Source: an optimization exercise on an open RTL-to-GDS flow (aim: small area, a short achievable clock period and few clock cycles). Production flows keep margins and buffers that such runs may drop.
RTL that was checked went through simulation tests only; none was proved equivalent to the original.

## fft_top
module fft_top (
  input  logic        clk,
  input  logic        reset,
  input  logic        load,
  input  logic [63:0] load_data,  
  input  logic        start,
  output logic        done,
  input  logic [2:0]  rd_addr,
  output logic [31:0] rd_data     
);
Settings: LEC_CHECK=0, CAP_MARGIN=20, CORE_MARGIN=2, CORE_UTILIZATION=60, CTS_BUF_LIST=sky130_fd_sc_hd__clkbuf_8, CTS_CLUSTER_SIZE=30, SETUP_SLACK_MARGIN=2.4, SLEW_MARGIN=20, SYNTH_HIERARCHICAL=1, SYNTH_MINIMUM_KEEP_SIZE=0; clock period 6.5 ns.
standard.sh (not shown) runs the stock make flow with config.mk's settings and CLKGATE_MAP_FILE= SYNTH_SCRIPT=/design/flow/synth_recipe.tcl, a recipe that flattens the netlist after the stock synthesis.
==> flow/flow/run.sh <==
#!/bin/bash
# The standard layout, with plain buffers (not delay cells) on the ports.
set -euo pipefail
bash standard.sh BUFFER_PORTS_ARGS="-buffer_cell sky130_fd_sc_hd__buf_2" finish > standard.log 2>&1
The starting point finished clean.
Testbench counts at the start, summed over its fixed seeds: cycles 5,384.
Edit:
Settings changed: ABC_AREA from default to 1, CORE_UTILIZATION 60 to 50.
=>
- die area is higher by well over a third
- routed wire length rises by a quarter to a third
- maximum frequency went up slightly
- sequential share of layout area shrinks by 3.2 points

* * *

Starting RTL as in the previous note.
Settings: LEC_CHECK=0, CAP_MARGIN=20, CORE_MARGIN=2, CORE_UTILIZATION=50, CTS_BUF_LIST=sky130_fd_sc_hd__clkbuf_4 sky130_fd_sc_hd__clkbuf_8, SETUP_SLACK_MARGIN=2.3, SLEW_MARGIN=20, SYNTH_HIERARCHICAL=1, SYNTH_MINIMUM_KEEP_SIZE=0; clock period 6.5 ns.
Scripts as last shown in full above: flow/flow/run.sh
Testbench counts at the start, summed over its fixed seeds: cycles 5,384.
==> next run, changes <==
--- a/flow/config.mk
+++ b/flow/config.mk
@@ -9,5 +9,4 @@
 export CORE_MARGIN = 2
-export CORE_UTILIZATION = 50
-export CTS_BUF_LIST = sky130_fd_sc_hd__clkbuf_4 sky130_fd_sc_hd__clkbuf_8
-export SETUP_SLACK_MARGIN = 2.3
+export CORE_UTILIZATION = 40
+export SETUP_SLACK_MARGIN = 2.1
 export SLEW_MARGIN = 20
The new run produced a clean layout. Fmax decreases by 5.2%. Register-to-register slack degrades by 0.25 ns.
==> next run, changes <==
--- a/flow/config.mk
+++ b/flow/config.mk
@@ -9,4 +9,6 @@
 export CORE_MARGIN = 2
-export CORE_UTILIZATION = 40
-export SETUP_SLACK_MARGIN = 2.1
+export CORE_UTILIZATION = 50
+export CTS_BUF_LIST = sky130_fd_sc_hd__clkbuf_8
+export CTS_CLUSTER_SIZE = 30
+export SETUP_SLACK_MARGIN = 2.2
 export SLEW_MARGIN = 20
What happened: The changed run passed the timing, DRC and antenna checks; maximum frequency rises by a few percent; critical path depth shrinks by 1; die area decreases by about a fifth; core utilization came out higher by 11 points; wire length fell slightly; final cell count went down by a few percent; global-route usage is higher by 5.0 points; via count went down slightly; design area went down slightly.
==> next run, changes <==
--- a/flow/config.mk
+++ b/flow/config.mk
@@ -9,6 +9,4 @@
 export CORE_MARGIN = 2
-export CORE_UTILIZATION = 50
-export CTS_BUF_LIST = sky130_fd_sc_hd__clkbuf_8
-export CTS_CLUSTER_SIZE = 30
-export SETUP_SLACK_MARGIN = 2.2
+export CORE_UTILIZATION = 40
+export SETUP_SLACK_MARGIN = 2.5
 export SLEW_MARGIN = 20
Outcome: Hold slack barely changes; core utilization decreases by 9.1 points; sequential share of layout area shrinks by 0.71 points; clock skew drops by 0.0057 ns; non-clock buffer count came out higher by 68.
==> next run, changes <==
--- a/flow/config.mk
+++ b/flow/config.mk
@@ -9,4 +9,6 @@
 export CORE_MARGIN = 2
-export CORE_UTILIZATION = 40
-export SETUP_SLACK_MARGIN = 2.5
+export CORE_UTILIZATION = 50
+export CTS_BUF_LIST = sky130_fd_sc_hd__clkbuf_8
+export CTS_CLUSTER_SIZE = 30
+export SETUP_SLACK_MARGIN = 2.4
 export SLEW_MARGIN = 20
The new run ran to the end with no violations.
Routed wire length goes down by 3.9%.
Critical path depth came out lower by 2.
Final area fell by 4.0%.
Synthesized area is unchanged.
Via count came out lower by 1.7%.
Hold slack is better by 0.025 ns.
Clock skew is about the same.

* * *

branch harbor:
Another version of the RTL of fft_top (not shown whole).
For scale: ~3400 cells after synthesis.
==> flow/config.mk <==
export PLATFORM = sky130hd
export DESIGN_NAME = fft_top
export DESIGN_NICKNAME = fft_top
export VERILOG_FILES = /design/flow/design.v
export SDC_FILE = /design/flow/constraint.sdc
export NUM_CORES = 4
export LEC_CHECK = 0
export CAP_MARGIN = 20
export CORE_MARGIN = 2
export CORE_UTILIZATION = 40
export SLEW_MARGIN = 20
==> flow/constraint.sdc <==
create_clock -name core_clock -period 6.5 [get_ports {clk}]
set_input_delay 1.3000 -clock core_clock [delete_from_list [all_inputs] [get_ports {clk}]]
set_output_delay 1.3000 -clock core_clock [all_outputs]
set_load 0.01 [all_outputs]
run.sh (not shown) runs the stock make flow with config.mk's settings and CLKGATE_MAP_FILE= SYNTH_SCRIPT=/design/flow/synth_recipe.tcl, a recipe that flattens the netlist after the stock synthesis.
Stock flow here: none of the scripts above is used.
No stage failed in branch harbor, and the final checks on the layout all came back clean.
The following lists how branch lagoon was set up differently from branch harbor:
Settings: setting SETUP_SLACK_MARGIN to 2.5 for the first time.
--- outcome ---
Looking at final wirelength, branch lagoon sits 9.4% higher than branch harbor does. On branch lagoon: initial antenna violation count is 3 lower than what branch harbor gave. Re data required time at the worst endpoint: branch harbor was higher than branch lagoon. Antenna diode count in branch lagoon is 1 higher than in branch harbor. Depth of the worst register-to-register path, branch harbor and branch lagoon: larger value in branch lagoon. branch lagoon vs. branch harbor: ratio of final minimum period to clock period went down by 17 points. The total track usage of branch lagoon exceeds that of branch harbor by 1.5 points. Re final design area excluding fillers: branch harbor and branch lagoon aren't equal, and the higher value belongs to branch lagoon. Against branch harbor as the reference, branch lagoon delivers a higher via count of the first global-routing pass. Final critical-path required period for branch lagoon: 1.10 ns down relative to branch harbor.
No run of this note included a check of the RTL's function; only the layout flow was run.

* * *

## build 54
RTL: one of the versions met above, not the one the previous note started from.
Size in the first run: ~2800 cells after synthesis, ~29000 µm² of cells after synthesis.
==> flow/config.mk <==
export PLATFORM = sky130hd
export DESIGN_NAME = fft_top
export DESIGN_NICKNAME = fft_top
export VERILOG_FILES = /design/flow/design.v
export SDC_FILE = /design/flow/constraint.sdc
export NUM_CORES = 4
export LEC_CHECK = 0
export CAP_MARGIN = 20
export CORE_MARGIN = 2
export CORE_UTILIZATION = 50
export CTS_BUF_LIST = sky130_fd_sc_hd__clkbuf_8
export CTS_CLUSTER_SIZE = 30
export SETUP_SLACK_MARGIN = 2.3
export SLEW_MARGIN = 20
export SYNTH_HIERARCHICAL = 1
export SYNTH_MINIMUM_KEEP_SIZE = 0
==> flow/constraint.sdc <==
create_clock -name core_clock -period 6.5 [get_ports {clk}]
set_input_delay 1.3000 -clock core_clock [delete_from_list [all_inputs] [get_ports {clk}]]
set_output_delay 1.3000 -clock core_clock [all_outputs]
set_load 0.01 [all_outputs]
standard.sh (not shown) runs the stock make flow with config.mk's settings and CLKGATE_MAP_FILE= SYNTH_SCRIPT=/design/flow/synth_recipe.tcl, a recipe that flattens the netlist after the stock synthesis.
Scripts as last shown in full above: flow/flow/run.sh
Build 54 finished every step from synthesis to the final layout, and the layout passed the timing, DRC and antenna checks.
Testbench counts of build 54, summed over its fixed seeds: cycles 5,384.
The inputs of build 32 differ from those of build 54 as listed below.
# build 54
export LEC_CHECK = 0
export CAP_MARGIN = 20
export CORE_MARGIN = 2
export CORE_UTILIZATION = 50
export CTS_BUF_LIST = sky130_fd_sc_hd__clkbuf_8
export CTS_CLUSTER_SIZE = 30
export SETUP_SLACK_MARGIN = 2.3
export SLEW_MARGIN = 20
export SYNTH_HIERARCHICAL = 1
export SYNTH_MINIMUM_KEEP_SIZE = 0
create_clock -name core_clock -period 6.5 [get_ports {clk}]
# build 32
export LEC_CHECK = 0
export CAP_MARGIN = 20
export CORE_MARGIN = 2
export CORE_UTILIZATION = 40
export GPL_ROUTABILITY_DRIVEN = 0
export SETUP_SLACK_MARGIN = 2.3
export SLEW_MARGIN = 20
export SYNTH_HIERARCHICAL = 1
export SYNTH_MINIMUM_KEEP_SIZE = 0
create_clock -name core_clock -period 6.5 [get_ports {clk}]
==> comparison <==
The initial antenna violation count in build 32 sits 7 below the value recorded for build 54. Build 32 ended up with sky130_fd_sc_hd__mux4_2 as its slowest cell on the critical path; build 54 ended up with sky130_fd_sc_hd__fa_1. Per the comparison of build 32 with build 54, count of fill cells added during filler insertion now sits higher; sequential share of layout area now smaller; multi-input combinational cell area saw little to no change.
Input-level comparison between build 6 and build 32:
# build 32
export LEC_CHECK = 0
export CAP_MARGIN = 20
export CORE_MARGIN = 2
export CORE_UTILIZATION = 40
export GPL_ROUTABILITY_DRIVEN = 0
export SETUP_SLACK_MARGIN = 2.3
export SLEW_MARGIN = 20
export SYNTH_HIERARCHICAL = 1
export SYNTH_MINIMUM_KEEP_SIZE = 0
create_clock -name core_clock -period 6.5 [get_ports {clk}]
# build 6
export LEC_CHECK = 0
export CAP_MARGIN = 20
export CORE_MARGIN = 2
export CORE_UTILIZATION = 45
export CTS_BUF_LIST = sky130_fd_sc_hd__clkbuf_8
export CTS_CLUSTER_SIZE = 30
export SETUP_SLACK_MARGIN = 2.4
export SLEW_MARGIN = 20
export SYNTH_HIERARCHICAL = 1
export SYNTH_MINIMUM_KEEP_SIZE = 0
create_clock -name core_clock -period 6.5 [get_ports {clk}]
Results
First-pass GRT wire length: build 32 vs build 6 — no meaningful difference. Compared with build 32, in build 6 minimum period implied by the final worst setup slack decreased 0.10 ns; largest net degree at the start of global routing decreased 3.

-- afterwards: timing with drivers on the ports --
How much do the figures lean on ideal ports? The routed layouts below were timed once more, with nothing changed but the port constraints.
Step 1 (the two cells are an assumption about what drives the block):
set clk [get_ports {clk}]
set_driving_cell -lib_cell sky130_fd_sc_hd__clkbuf_16 $clk
set_driving_cell -lib_cell sky130_fd_sc_hd__buf_2 [delete_from_list [all_inputs] $clk]
Step 2, shift: input delay + t, output delay - t, t = (earliest + latest rising clock arrival at the registers) / 2. This alone moves slack from input paths to output paths.
a / b / c = ideal ports / drivers / drivers and shift; a / b = the first two.
run	t, ns	slack for setup (ns)	latest minus earliest clock arrival (ns)	slew at the worst register clock pin (ns)
the first run of note 1	0.714	2.527 / 2.394 / 1.680	0.051 / 0.051	0.07 / 0.07
the second run of note 1	0.744	2.572 / 2.427 / 1.683	0.034 / 0.034	0.06 / 0.06
the first run of note 2	0.724	2.467 / 2.309 / 1.585	0.031 / 0.031	0.07 / 0.07
the second run of note 2	0.605	2.245 / 2.141 / 1.536	0.028 / 0.028	0.07 / 0.07
the third run of note 2	0.736	2.332 / 2.332 / 1.609	0.024 / 0.023	0.07 / 0.07
the fourth run of note 2	0.622	2.462 / 2.170 / 1.548	0.018 / 0.018	0.07 / 0.07
the fifth run of note 2	0.718	2.477 / 2.313 / 1.595	0.021 / 0.021	0.07 / 0.07
branch harbor	0.643	0.904 / 0.890 / 0.247	0.021 / 0.021	0.06 / 0.06
branch lagoon	0.647	1.999 / 1.858 / 1.211	0.036 / 0.036	0.07 / 0.07
build 54	0.723	2.471 / 2.306 / 1.583	0.026 / 0.026	0.07 / 0.07
build 32	0.625	2.413 / 2.223 / 1.598	0.025 / 0.025	0.07 / 0.07
build 6	0.716	2.516 / 2.307 / 1.591	0.041 / 0.041	0.06 / 0.06
After both steps setup and hold are still met in every run listed. The setup slack of build 6, which loses most, moves by -0.209 ns with the drivers and by -0.925 ns with both steps.
